What follows belongs to an exercise in optimizing a design on an open flow for small area; a production flow would make more cautious choices. No functional check of the RTL was part of this run. Power is estimated from default activity; no workload was simulated.

**flow/run.sh**
```bash
#!/bin/bash
# synth_recipe.tcl (not shown) runs the flow's synth.tcl, then flattens the netlist and writes it again
# the make line also repeats each setting of config.mk as NAME=value (left out here)
make -C /OpenROAD-flow-scripts/flow DESIGN_CONFIG=/design/flow/config.mk WORK_HOME=/design/flow/orfs CLKGATE_MAP_FILE= SYNTH_SCRIPT=/design/flow/synth_recipe.tcl finish
```
**flow/config.mk**
```make
export PLATFORM = sky130hd
export DESIGN_NAME = shooter_top
export DESIGN_NICKNAME = shooter_top
export VERILOG_FILES = /design/flow/design.v
export SDC_FILE = /design/flow/constraint.sdc
export NUM_CORES = 4
export LEC_CHECK = 0
export CAP_MARGIN = 20
export CORE_MARGIN = 2
export CORE_UTILIZATION = 40
export SLEW_MARGIN = 20
```
**flow/constraint.sdc**
```tcl
create_clock -name core_clock -period 10.0 [get_ports {CLOCK_50}]
set_input_delay 2.0000 -clock core_clock [delete_from_list [all_inputs] [get_ports {CLOCK_50}]]
set_output_delay 2.0000 -clock core_clock [all_outputs]
set_load 0.01 [all_outputs]
```
**flow/design.v**
```verilog
`default_nettype none
package game_pkg;
  localparam logic [2:0] START     = 3'd0;
  localparam logic [2:0] CLEAR     = 3'd1;
  localparam logic [2:0] PLAY      = 3'd2;
  localparam logic [2:0] GAME_OVER = 3'd3;
  localparam logic [2:0] WIN       = 3'd4;
  localparam logic [7:0] SCREEN_W = 8'd160;
  localparam logic [6:0] SCREEN_H = 7'd120;
  localparam logic [7:0] SHIP_W   = 8'd16;
  localparam logic [6:0] SHIP_H   = 7'd10;
  localparam logic [7:0] ENEMY_W  = 8'd16;
  localparam logic [6:0] ENEMY_H  = 7'd10;
  localparam logic [7:0] BULLET_W = 8'd4;
  localparam logic [6:0] BULLET_H = 7'd1;
  localparam logic [7:0] ENEMY_START_X = 8'd140;   
  localparam logic [7:0] BULLET_DX     = 8'd16;    
  localparam logic [6:0] BULLET_DY     = 7'd4;
  localparam logic [2:0] COL_BLACK  = 3'b000;
  localparam logic [2:0] COL_SHIP   = 3'b010;
  localparam logic [2:0] COL_ENEMY  = 3'b100;
  localparam logic [2:0] COL_BULLET = 3'b110;
  localparam logic [2:0] COL_LOSE   = 3'b101;
  localparam logic [2:0] COL_WIN    = 3'b011;
  localparam logic [6:0] LFSR_SEED = 7'h3f;   
endpackage
`default_nettype wire
`timescale 1ns/1ps
`default_nettype none
import game_pkg::*;
module game_ctrl #(
  parameter int TICK_DIV = 64
) (
  input  logic        CLOCK_50,
  input  logic        rst_n,
  input  logic        btn_left,
  input  logic        btn_right,
  input  logic        btn_up,
  input  logic        btn_down,
  input  logic        fire,
  input  logic        restart,
  input  logic        req_ready,
  output logic        req_valid,
  output logic [7:0]          req_x,
  output logic [6:0]          req_y,
  output logic [7:0]          req_w,
  output logic [6:0]          req_h,
  output logic [2:0]      req_color,
  output logic [2:0] game_state
);
  localparam int TW = (TICK_DIV > 1) ? $clog2(TICK_DIV) : 1;
  logic [TW-1:0] tick_cnt;   
  logic          tick;
  logic          frame_go;   
  logic [6:0]    lfsr;
  logic [6:0]    pending;    
  logic [6:0]    first_box;  
  logic          end_drawn;  
  logic [7:0]            ship_x, enemy_x, bul_x;
  logic [6:0]            ship_y, enemy_y, bul_y;
  logic          bul_act;
  logic [7:0]            ers_ship_x, ers_enemy_x, ers_bul_x;   
  logic [6:0]            ers_ship_y, ers_enemy_y, ers_bul_y;
  logic [7:0]            nxt_ship_x, nxt_enemy_x, nxt_bul_x;
  logic [6:0]            nxt_ship_y, nxt_bul_y;
  logic          nxt_bul_act;
  logic [6:0]            spawn_y;
  logic          hit_lose, hit_win, draw_en;
  function automatic logic overlap(logic [7:0] ax, logic [6:0] ay, logic [7:0] aw, logic [6:0] ah,
                                   logic [7:0] bx, logic [6:0] by, logic [7:0] bw, logic [6:0] bh);
    overlap = (9'(ax) < 9'(bx) + 9'(bw)) && (9'(bx) < 9'(ax) + 9'(aw)) &&
           (8'(ay) < 8'(by) + 8'(bh)) && (8'(by) < 8'(ay) + 8'(ah));
  endfunction
  assign tick      = (tick_cnt == TW'(TICK_DIV - 1));
  assign frame_go  = tick && (pending == '0);
  assign req_valid = |pending;
  assign first_box = pending & (~pending + 7'd1);
  assign spawn_y   = (lfsr <= SCREEN_H - ENEMY_H) ? lfsr : lfsr - 7'd32;   
  always_comb
  begin
    nxt_ship_x  = ship_x;
    nxt_ship_y  = ship_y;
    nxt_enemy_x = enemy_x - 8'd1;   
    nxt_bul_x   = bul_x;
    nxt_bul_y   = bul_y;
    nxt_bul_act = bul_act;
    if (btn_left && nxt_ship_x != '0)
      nxt_ship_x = nxt_ship_x - 8'd1;
    if (btn_right && nxt_ship_x < SCREEN_W - SHIP_W)
      nxt_ship_x = nxt_ship_x + 8'd1;
    if (btn_up && nxt_ship_y < SCREEN_H - SHIP_H)   
      nxt_ship_y = nxt_ship_y + 7'd1;
    if (btn_down && nxt_ship_y != '0)
      nxt_ship_y = nxt_ship_y - 7'd1;
    if (bul_act)
    begin
      nxt_bul_x = bul_x + 8'd1;
      if (nxt_bul_x >= SCREEN_W - BULLET_W)
        nxt_bul_act = 1'b0;   
    end
    if (fire && !nxt_bul_act)
    begin
      nxt_bul_x   = nxt_ship_x + BULLET_DX;
      nxt_bul_y   = nxt_ship_y + BULLET_DY;
      nxt_bul_act = 1'b1;
    end
    hit_lose = overlap(nxt_ship_x, nxt_ship_y, SHIP_W, SHIP_H,
                       nxt_enemy_x, enemy_y, ENEMY_W, ENEMY_H) || (nxt_enemy_x == '0);
    hit_win  = nxt_bul_act && overlap(nxt_bul_x, nxt_bul_y, BULLET_W, BULLET_H,
                                      nxt_enemy_x, enemy_y, ENEMY_W, ENEMY_H);
    draw_en  = !hit_lose && !hit_win;
  end
  always_comb
  begin
    req_x     = '0;
    req_y     = '0;
    req_w     = SCREEN_W;   
    req_h     = SCREEN_H;
    req_color = (game_state == WIN) ? COL_WIN :
                (game_state == GAME_OVER) ? COL_LOSE : COL_BLACK;
    if (first_box[0])
      req_x = '0;   
    else if (first_box[1] || first_box[4])
    begin
      req_x     = first_box[1] ? ers_ship_x : ship_x;
      req_y     = first_box[1] ? ers_ship_y : ship_y;
      req_w     = SHIP_W;
      req_h     = SHIP_H;
      req_color = first_box[1] ? COL_BLACK : COL_SHIP;
    end
    else if (first_box[2] || first_box[5])
    begin
      req_x     = first_box[2] ? ers_enemy_x : enemy_x;
      req_y     = first_box[2] ? ers_enemy_y : enemy_y;
      req_w     = ENEMY_W;
      req_h     = ENEMY_H;
      req_color = first_box[2] ? COL_BLACK : COL_ENEMY;
    end
    else if (first_box[3] || first_box[6])
    begin
      req_x     = first_box[3] ? ers_bul_x : bul_x;
      req_y     = first_box[3] ? ers_bul_y : bul_y;
      req_w     = BULLET_W;
      req_h     = BULLET_H;
      req_color = first_box[3] ? COL_BLACK : COL_BULLET;
    end
  end
  always_ff @(posedge CLOCK_50 or negedge rst_n)
  begin
    if (!rst_n)
    begin
      tick_cnt   <= '0;
      lfsr       <= LFSR_SEED;
      pending    <= '0;
      end_drawn  <= 1'b0;
      game_state <= START;
      ship_x     <= '0;
      ship_y     <= '0;
      enemy_x    <= ENEMY_START_X;
      enemy_y    <= '0;
      bul_x      <= '0;
      bul_y      <= '0;
      bul_act    <= 1'b0;
    end
    else
    begin
      tick_cnt <= tick ? '0 : tick_cnt + 1'b1;
      if (tick && game_state == START)
        lfsr <= {lfsr[5:0], lfsr[4] ^ lfsr[1]};
      if (req_valid && req_ready)
        pending <= pending & (pending - 7'd1);   
      if (frame_go)
      begin
        case (game_state)
          START:
            if (btn_left || btn_right || btn_up || btn_down)
              game_state <= CLEAR;
          CLEAR:
          begin
            ship_x     <= '0;
            ship_y     <= '0;
            enemy_x    <= ENEMY_START_X;
            enemy_y    <= spawn_y;
            bul_act    <= 1'b0;
            pending    <= 7'b0000001;   
            game_state <= PLAY;
          end
          PLAY:
          begin
            ship_x  <= nxt_ship_x;
            ship_y  <= nxt_ship_y;
            enemy_x <= nxt_enemy_x;
            bul_x   <= nxt_bul_x;
            bul_y   <= nxt_bul_y;
            bul_act <= nxt_bul_act;
            pending <= {draw_en && nxt_bul_act, draw_en, draw_en, bul_act, 2'b11, 1'b0};
            if (hit_lose)
              game_state <= GAME_OVER;
            else if (hit_win)
              game_state <= WIN;
          end
          GAME_OVER, WIN:
            if (!end_drawn)
            begin
              pending   <= 7'b0000001;   
              end_drawn <= 1'b1;
            end
            else if (restart)
            begin
              end_drawn  <= 1'b0;
              ship_x     <= '0;
              ship_y     <= '0;
              enemy_x    <= ENEMY_START_X;
              bul_act    <= 1'b0;
              game_state <= START;
            end
          default:
            game_state <= START;
        endcase
      end
    end
  end
  always_ff @(posedge CLOCK_50)
  begin
    if (frame_go)
    begin
      ers_ship_x  <= ship_x;
      ers_ship_y  <= ship_y;
      ers_enemy_x <= enemy_x;
      ers_enemy_y <= enemy_y;
      ers_bul_x   <= bul_x;
      ers_bul_y   <= bul_y;
    end
  end
endmodule
`default_nettype wire
`timescale 1ns/1ps
`default_nettype none
import game_pkg::*;
module box_raster (
  input  logic   CLOCK_50,
  input  logic   rst_n,
  input  logic   req_valid,
  input  logic [7:0]     req_x,
  input  logic [6:0]     req_y,
  input  logic [7:0]     req_w,
  input  logic [6:0]     req_h,
  input  logic [2:0] req_color,
  input  logic   pix_ready,
  output logic   req_ready,
  output logic   pix_valid,
  output logic [7:0]     pix_x,
  output logic [6:0]     pix_y,
  output logic [2:0] pix_color
);
  logic busy;        
  logic [7:0]   box_x, box_w, col;
  logic [6:0]   box_y, box_h, row;
  assign req_ready = !busy;
  assign pix_valid = busy;
  assign pix_x     = box_x + col;   
  assign pix_y     = box_y + row;
  always_ff @(posedge CLOCK_50 or negedge rst_n)
  begin
    if (!rst_n)
    begin
      busy <= 1'b0;
      col  <= '0;
      row  <= '0;
    end
    else if (req_valid && req_ready)
    begin
      busy <= 1'b1;
      col  <= '0;
      row  <= '0;
    end
    else if (pix_valid && pix_ready)
    begin
      if (col == box_w - 8'd1)   
      begin
        col <= '0;
        if (row == box_h - 7'd1)
          busy <= 1'b0;   
        else
          row <= row + 7'd1;
      end
      else
        col <= col + 8'd1;
    end
  end
  always_ff @(posedge CLOCK_50)
  begin
    if (req_valid && req_ready)
    begin
      box_x     <= req_x;
      box_y     <= req_y;
      box_w     <= req_w;
      box_h     <= req_h;
      pix_color <= req_color;
    end
  end
endmodule
`default_nettype wire
`timescale 1ns/1ps
`default_nettype none
import game_pkg::*;
module plot_fifo #(
  parameter int FIFO_DEPTH = 16
) (
  input  logic   CLOCK_50,
  input  logic   rst_n,
  input  logic   pix_valid,
  input  logic [7:0]     pix_x,
  input  logic [6:0]     pix_y,
  input  logic [2:0] pix_color,
  input  logic   out_ready,
  output logic   pix_ready,
  output logic   out_valid,
  output logic [7:0]     out_x,
  output logic [6:0]     out_y,
  output logic [2:0] out_color
);
  localparam int AW = (FIFO_DEPTH > 1) ? $clog2(FIFO_DEPTH) : 1;
  localparam logic [AW:0] FULL_CNT = (AW+1)'(FIFO_DEPTH);
  logic [17:0]   mem [FIFO_DEPTH];   
  logic [AW-1:0] wr_ptr, rd_ptr;
  logic [AW:0]   count;              
  logic          push, pop;
  assign pix_ready = (count != FULL_CNT);
  assign out_valid = (count != '0);
  assign push      = pix_valid && pix_ready;
  assign pop       = out_valid && out_ready;
  assign {out_x, out_y, out_color} = mem[rd_ptr];   
  always_ff @(posedge CLOCK_50 or negedge rst_n)
  begin
    if (!rst_n)
    begin
      wr_ptr <= '0;
      rd_ptr <= '0;
      count  <= '0;
    end
    else
    begin
      if (push)
        wr_ptr <= wr_ptr + 1'b1;   
      if (pop)
        rd_ptr <= rd_ptr + 1'b1;
      if (push && !pop)
        count <= count + 1'b1;
      else if (pop && !push)
        count <= count - 1'b1;
    end
  end
  always_ff @(posedge CLOCK_50)
  begin
    if (push)
      mem[wr_ptr] <= {pix_x, pix_y, pix_color};
  end
endmodule
`default_nettype wire
`timescale 1ns/1ps
`default_nettype none
import game_pkg::*;
module plot_clip (
  input  logic   CLOCK_50,
  input  logic   rst_n,
  input  logic   out_valid,
  input  logic [7:0]     out_x,
  input  logic [6:0]     out_y,
  input  logic [2:0] out_color,
  input  logic   plot_ready,
  output logic   out_ready,
  output logic   plot_valid,
  output logic [7:0]     plot_x,
  output logic [6:0]     plot_y,
  output logic [2:0] plot_color
);
  logic load;        
  logic on_screen;
  assign load      = !plot_valid || plot_ready;
  assign out_ready = load;   
  assign on_screen = (out_x < SCREEN_W) && (out_y < SCREEN_H);
  always_ff @(posedge CLOCK_50 or negedge rst_n)
  begin
    if (!rst_n)
      plot_valid <= 1'b0;
    else if (load)
      plot_valid <= out_valid && on_screen;
  end
  always_ff @(posedge CLOCK_50)
  begin
    if (load)
    begin
      plot_x     <= out_x;
      plot_y     <= out_y;
      plot_color <= out_color;
    end
  end
endmodule
`default_nettype wire
`timescale 1ns/1ps
`default_nettype none
import game_pkg::*;
module shooter_top #(
  parameter int TICK_DIV   = 64,
  parameter int FIFO_DEPTH = 16
) (
  input  logic        CLOCK_50,
  input  logic        rst_n,
  input  logic        btn_left,
  input  logic        btn_right,
  input  logic        btn_up,
  input  logic        btn_down,
  input  logic        fire,
  input  logic        restart,
  input  logic        plot_ready,
  output logic        plot_valid,
  output logic [7:0]          plot_x,
  output logic [6:0]          plot_y,
  output logic [2:0]      plot_color,
  output logic [2:0] game_state
);
  logic   req_valid, req_ready;   
  logic [7:0]     req_x, req_w;
  logic [6:0]     req_y, req_h;
  logic [2:0] req_color;
  logic   pix_valid, pix_ready;   
  logic [7:0]     pix_x;
  logic [6:0]     pix_y;
  logic [2:0] pix_color;
  logic   out_valid, out_ready;   
  logic [7:0]     out_x;
  logic [6:0]     out_y;
  logic [2:0] out_color;
  game_ctrl #(
    .TICK_DIV (TICK_DIV)
  ) u_ctrl (
    .CLOCK_50   (CLOCK_50),
    .rst_n      (rst_n),
    .btn_left   (btn_left),
    .btn_right  (btn_right),
    .btn_up     (btn_up),
    .btn_down   (btn_down),
    .fire       (fire),
    .restart    (restart),
    .req_ready  (req_ready),
    .req_valid  (req_valid),
    .req_x      (req_x),
    .req_y      (req_y),
    .req_w      (req_w),
    .req_h      (req_h),
    .req_color  (req_color),
    .game_state (game_state)
  );
  box_raster u_raster (
    .CLOCK_50  (CLOCK_50),
    .rst_n     (rst_n),
    .req_valid (req_valid),
    .req_x     (req_x),
    .req_y     (req_y),
    .req_w     (req_w),
    .req_h     (req_h),
    .req_color (req_color),
    .pix_ready (pix_ready),
    .req_ready (req_ready),
    .pix_valid (pix_valid),
    .pix_x     (pix_x),
    .pix_y     (pix_y),
    .pix_color (pix_color)
  );
  plot_fifo #(
    .FIFO_DEPTH (FIFO_DEPTH)
  ) u_fifo (
    .CLOCK_50  (CLOCK_50),
    .rst_n     (rst_n),
    .pix_valid (pix_valid),
    .pix_x     (pix_x),
    .pix_y     (pix_y),
    .pix_color (pix_color),
    .out_ready (out_ready),
    .pix_ready (pix_ready),
    .out_valid (out_valid),
    .out_x     (out_x),
    .out_y     (out_y),
    .out_color (out_color)
  );
  plot_clip u_clip (
    .CLOCK_50   (CLOCK_50),
    .rst_n      (rst_n),
    .out_valid  (out_valid),
    .out_x      (out_x),
    .out_y      (out_y),
    .out_color  (out_color),
    .plot_ready (plot_ready),
    .out_ready  (out_ready),
    .plot_valid (plot_valid),
    .plot_x     (plot_x),
    .plot_y     (plot_y),
    .plot_color (plot_color)
  );
endmodule
`default_nettype wire
```
==> results.txt <==
how the worst max path moves through the flow:
stage / startpoint / endpoint / slack (ps) / depth (start not counted)
after global placement: btn_up / u_ctrl.game_state[1] / 2770 / 24
after CTS: btn_up / u_ctrl.game_state[1] / 3160 / 23
after floorplan: btn_up / u_ctrl.game_state[1] / 3950 / 21
final: btn_up / u_ctrl.game_state[1] / 3110 / 24
after detailed placement: btn_up / u_ctrl.game_state[1] / 2560 / 23
after global routing: btn_up / u_ctrl.game_state[1] / 2670 / 24
per-layer routing:
layer | vias to the layer above | global-route usage | wire length (um)
met2 | 392 | 0.301 | 25400
li1 | 6408 | - | -
met5 | - | 0 | 0
met4 | 0 | 0.0494 | 1240
met3 | 66 | 0.0281 | 2750
met1 | 6998 | 0.245 | 23500
state kept, by name, summed over array words and instances (netlist names), 8 cells and up:
name,cells
u_ctrl.bul_x,8
u_fifo.mem,288
u_ctrl.enemy_x,8
u_ctrl.ers_bul_x,8
u_raster.col,8
u_clip.plot_x,8
u_ctrl.ship_x,8
u_ctrl.ers_enemy_x,8
u_raster.box_x,8
u_ctrl.ers_ship_x,8
report_power, final:
group / switching, mW / internal (mW) / total, mW / leakage, nW
Clock: 0.757 / 1.22 / 1.98 / 0.854
Sequential: 0.156 / 2.51 / 2.67 / 4.12
Combinational: 0.774 / 0.563 / 1.34 / 3.97
cell families after synthesis:
family	count (synthesis)	share of synthesized area
compound gates	303	0.0937
xor+xnor	95	0.0368
fa+ha+maj	97	0.0541
buf+inv	143	0.0243
flops	473	0.601
mux	119	0.103
simple gates	414	0.0876
worst register-to-register path, delay by kind of cell, from the launching register on:
kind            cells  cell delay, ps
compound gates      6            1490
xor+xnor            3             550
fa+ha+maj           4            1060
buf+inv             3             450
flops               1             480
mux                 1             270
simple gates        4            1300
final cells by class:
class | count | area, sq um
clock buffer | 62 | 1320
clock inverter | 29 | 447
fill | 5011 | 30500
inverter | 73 | 274
multi-input combinational | 1028 | 8730
sequential | 473 | 13700
tap | 756 | 946
timing repair buffer | 56 | 493
stage by stage:
stage               instances  utilization  setup slack (ps)  instance area [sq um]  power, mW
finish                   2477        0.460              3110                  25900       5.98
detailed placement       2386        0.427              2560                  24100       4.06
CTS                      2477        0.458              3160                  25800       6.04
global route             2477        0.460              2670                  25900       6.24
global placement         2386        0.427              2770                  24100       4.02
floorplan                1644            -              3950                  22800       3.56
cell usage in the layout, fill, tap and decap left out, types with 7 or more instances in the layout:
cell type,netlist,final
sky130_fd_sc_hd__clkbuf_1,47,10
sky130_fd_sc_hd__nor4_1,7,7
sky130_fd_sc_hd__a221o_1,17,17
sky130_fd_sc_hd__nor2_1,99,87
sky130_fd_sc_hd__clkinv_1,1,8
sky130_fd_sc_hd__bufinv_16,0,11
sky130_fd_sc_hd__a21oi_1,46,46
sky130_fd_sc_hd__edfxtp_1,373,373
sky130_fd_sc_hd__buf_4,1,27
sky130_fd_sc_hd__mux2i_1,13,13
sky130_fd_sc_hd__xnor2_1,56,47
sky130_fd_sc_hd__a21o_1,16,16
sky130_fd_sc_hd__nor3_1,36,32
sky130_fd_sc_hd__xor2_1,38,36
sky130_fd_sc_hd__and2_1,9,9
sky130_fd_sc_hd__and3_1,14,14
sky130_fd_sc_hd__nand4_1,19,19
sky130_fd_sc_hd__clkdlybuf4s50_1,0,29
sky130_fd_sc_hd__nor2_2,0,8
sky130_fd_sc_hd__o21bai_1,8,8
sky130_fd_sc_hd__a31oi_1,14,14
sky130_fd_sc_hd__mux4_2,90,90
sky130_fd_sc_hd__nor2b_1,15,15
sky130_fd_sc_hd__nand2b_1,11,11
sky130_fd_sc_hd__inv_1,70,70
sky130_fd_sc_hd__mux2_2,15,15
sky130_fd_sc_hd__clkbuf_16,0,50
sky130_fd_sc_hd__xnor2_2,1,10
sky130_fd_sc_hd__o31ai_1,9,8
sky130_fd_sc_hd__ha_1,94,94
sky130_fd_sc_hd__dfrtp_1,91,89
sky130_fd_sc_hd__dfstp_2,9,9
sky130_fd_sc_hd__nand2_1,136,136
sky130_fd_sc_hd__nand3_1,31,31
sky130_fd_sc_hd__o21ai_0,90,90
sky130_fd_sc_hd__a221oi_1,12,12
==> flow_summary.rst <==
.. list-table::
   :header-rows: 1

   * - Metric
     - Value
   * - Crit Path Class
     - in -> reg
   * - Count of endpoints failing setup in the final report
     - 0
   * - TritonCTS clock tree
     - done
   * - Hold_sp
     - u_ctrl.tick_cnt[5]
   * - Data arrival, critical path
     - 7290 ps
   * - Clock-pin slew of the registers on the worst-case setup and hold paths
     - 60 ps
   * - Yosys reg bits
     - 473
   * - P_leak
     - 8.95 nW
   * - Setup_tns
     - 0 ps
   * - Part of the cycle the worst path needs
     - 0.689
   * - Vias after detailed routing
     - 13.9k
   * - Unrepaired setup endpoints after global routing
     - false
   * - Number of warnings printed during yosys synthesis
     - 4
   * - Final max-slew violation count
     - 0
   * - Post-synth net total
     - 1,750
   * - Mean instance size in the synthesized netlist
     - 13.9 sq um
   * - Synth area leader
     - sky130_fd_sc_hd__edfxtp_1
   * - H-tree level count
     - 2
   * - Number of ports placed on the die boundary
     - 31
   * - Sequential cell area fraction in the yosys report
     - 0.601
   * - Critical Path Sink Type
     - flop
   * - Register-to-register setup slack
     - 4220 ps
   * - Antenna violations before repair
     - 0
   * - Reg2Reg Depth
     - 21
   * - Die height
     - 243 um
   * - Combined global-route utilization of all metal layers
     - 0.180
   * - Post-CTS setup buffer count
     - 0
   * - Detailed Routing Iterations Pass 1
     - 5
   * - Top post-synthesis cells by area
     - sky130_fd_sc_hd__edfxtp_1 49%, sky130_fd_sc_hd__dfrtp_1 10%, sky130_fd_sc_hd__mux4_2 8.9%
   * - Overflow left after global routing
     - 0
   * - Area of the core
     - 56,400 sq um
   * - Detailed placement HPWL
     - 35,000 um
   * - Via count of the first global-routing pass
     - 13.9k
   * - Power density cells
     - 231 nW/um^2
   * - Initial Utilization
     - 0.405
   * - Clock latency on the worst-skew pair
     - 590 ps
   * - Kind of cell adding the most delay to the critical path
     - compound AO/OA/AOI/OAI gates
   * - Drt initial violations
     - 1,109
   * - Endpoint required time on the critical path
     - 10,400 ps
   * - Final worst path period need
     - 6890 ps
   * - Number of max-capacitance violations reported
     - 0
   * - Worst hold path class
     - reg -> reg
   * - Crit path cell chain
     - clkdlybuf4s50_1, o211ai_2, xnor2_1, inv_1, ha_1, nor2b_1, o21a_1, a31oi_1, xnor2_1, inv_1, ha_1, inv_1, a21oi_1, nand2b_1, o21ai_0, ha_1, and3_1, a22o_1, o21ai_0, o311a_1, o31a_1, o311ai_4, nor4_2, o221ai_1
   * - Result of the run
     - timing/DRC/antenna clean
   * - Crit path largest cell delay
     - 610 ps
   * - Transition time of the tightest slew-check pin
     - 1010 ps
   * - Worst reg2reg endpoint
     - u_ctrl.game_state[1]
   * - Diodes inserted
     - 0
   * - Final net count
     - 1,787
   * - Endpoint of the worst hold path
     - u_ctrl.tick_cnt[5]
   * - Relative slew slack
     - 0.325
   * - Startpoint class of the critical path
     - input pin
   * - Prevailing post-synth register cell
     - sky130_fd_sc_hd__edfxtp_1
   * - Buffers and inverters on the worst path
     - 4
   * - Die area
     - 59,000 sq um
   * - Resize count post-CTS
     - 0
   * - Worst hold path stage count
     - 1
   * - Max Buffers Root-to-Sink
     - 3
   * - Count of flip-flops with a built-in enable after synthesis
     - 373
   * - Average via count per standard cell
     - 5.60
   * - Area share of the largest cell type after synthesis
     - 0.491
   * - Pin count of the biggest net entering global routing
     - 73
   * - CP Max Fanout
     - 8
   * - Number of endpoints with negative hold slack in the final report
     - 0
   * - Global-route wire length before repair
     - 82,400 um
   * - Crit path max-delay cell type
     - sky130_fd_sc_hd__clkdlybuf4s50_1
   * - Sink count of the clock tree
     - 473
   * - IR drop worst, VDD
     - 0.229 mV
   * - Dominant cell by count in the synthesized netlist
     - sky130_fd_sc_hd__edfxtp_1
   * - Routed WL
     - 52,900 um
   * - Total standard cell area after synthesis
     - 22,800 sq um
   * - Post-DRT Antenna Nets
     - 0
   * - Hold-fix buffers, CTS
     - 0
   * - Cell types with the highest counts after synthesis
     - 373 x sky130_fd_sc_hd__edfxtp_1, 136 x sky130_fd_sc_hd__nand2_1, 99 x sky130_fd_sc_hd__nor2_1, 94 x sky130_fd_sc_hd__ha_1, 91 x sky130_fd_sc_hd__dfrtp_1
   * - Post-synthesis cell count
     - 1,644
   * - Detailed-route DRC error count
     - 0
   * - Num rows
     - 87
   * - Count of input and output buffers
     - 30
   * - Share of flip-flops with an asynchronous set or reset
     - 0.211
   * - Routability cong.
     - 0.870
   * - Max Fclk
     - 145 MHz
   * - Layout cells sized above 1
     - 0.161
   * - Detail-routed net length per standard cell
     - 21.4 um
   * - Horizontal die dimension
     - 243 um
   * - Distinct cell type count of the synthesized netlist
     - 94
   * - Reg-to-reg startpoint
     - u_ctrl.ship_x[0]
   * - Clk Tree Root Cell
     - sky130_fd_sc_hd__clkbuf_16
   * - Area overhead of the layout relative to synthesis
     - 13.5%
   * - Layout Skew
     - 28.2 ps
   * - Worst Hold Margin
     - 481 ps
   * - Clock buffer count from CTS
     - 49

-- static timing again, ports no longer ideal --
The flow's constraints put no driver on any port. The routed layout listed below was extracted and timed again, unchanged, in two steps.
Step 1: set_driving_cell puts a clkbuf_16 on CLOCK_50 and a buf_2 on each other input, an assumption about the parent block.
Step 2 times the ports against the registers' clock, not the clock port: input delays grow and output delays shrink by t, the midpoint of the rising clock arrivals with the driver on.
Three values: ideal, step 1, step 2; two values: the first two.
t (ns): 0.631
setup WS [ns]: 3.110 / 3.143 / 2.512
clock arrival spread, ns: 0.028 / 0.029
cell pins on the clock port's net: 1
After both steps setup and hold are still met in this run. The setup slack of this run moves by +0.033 ns with the drivers and by -0.598 ns with both steps.
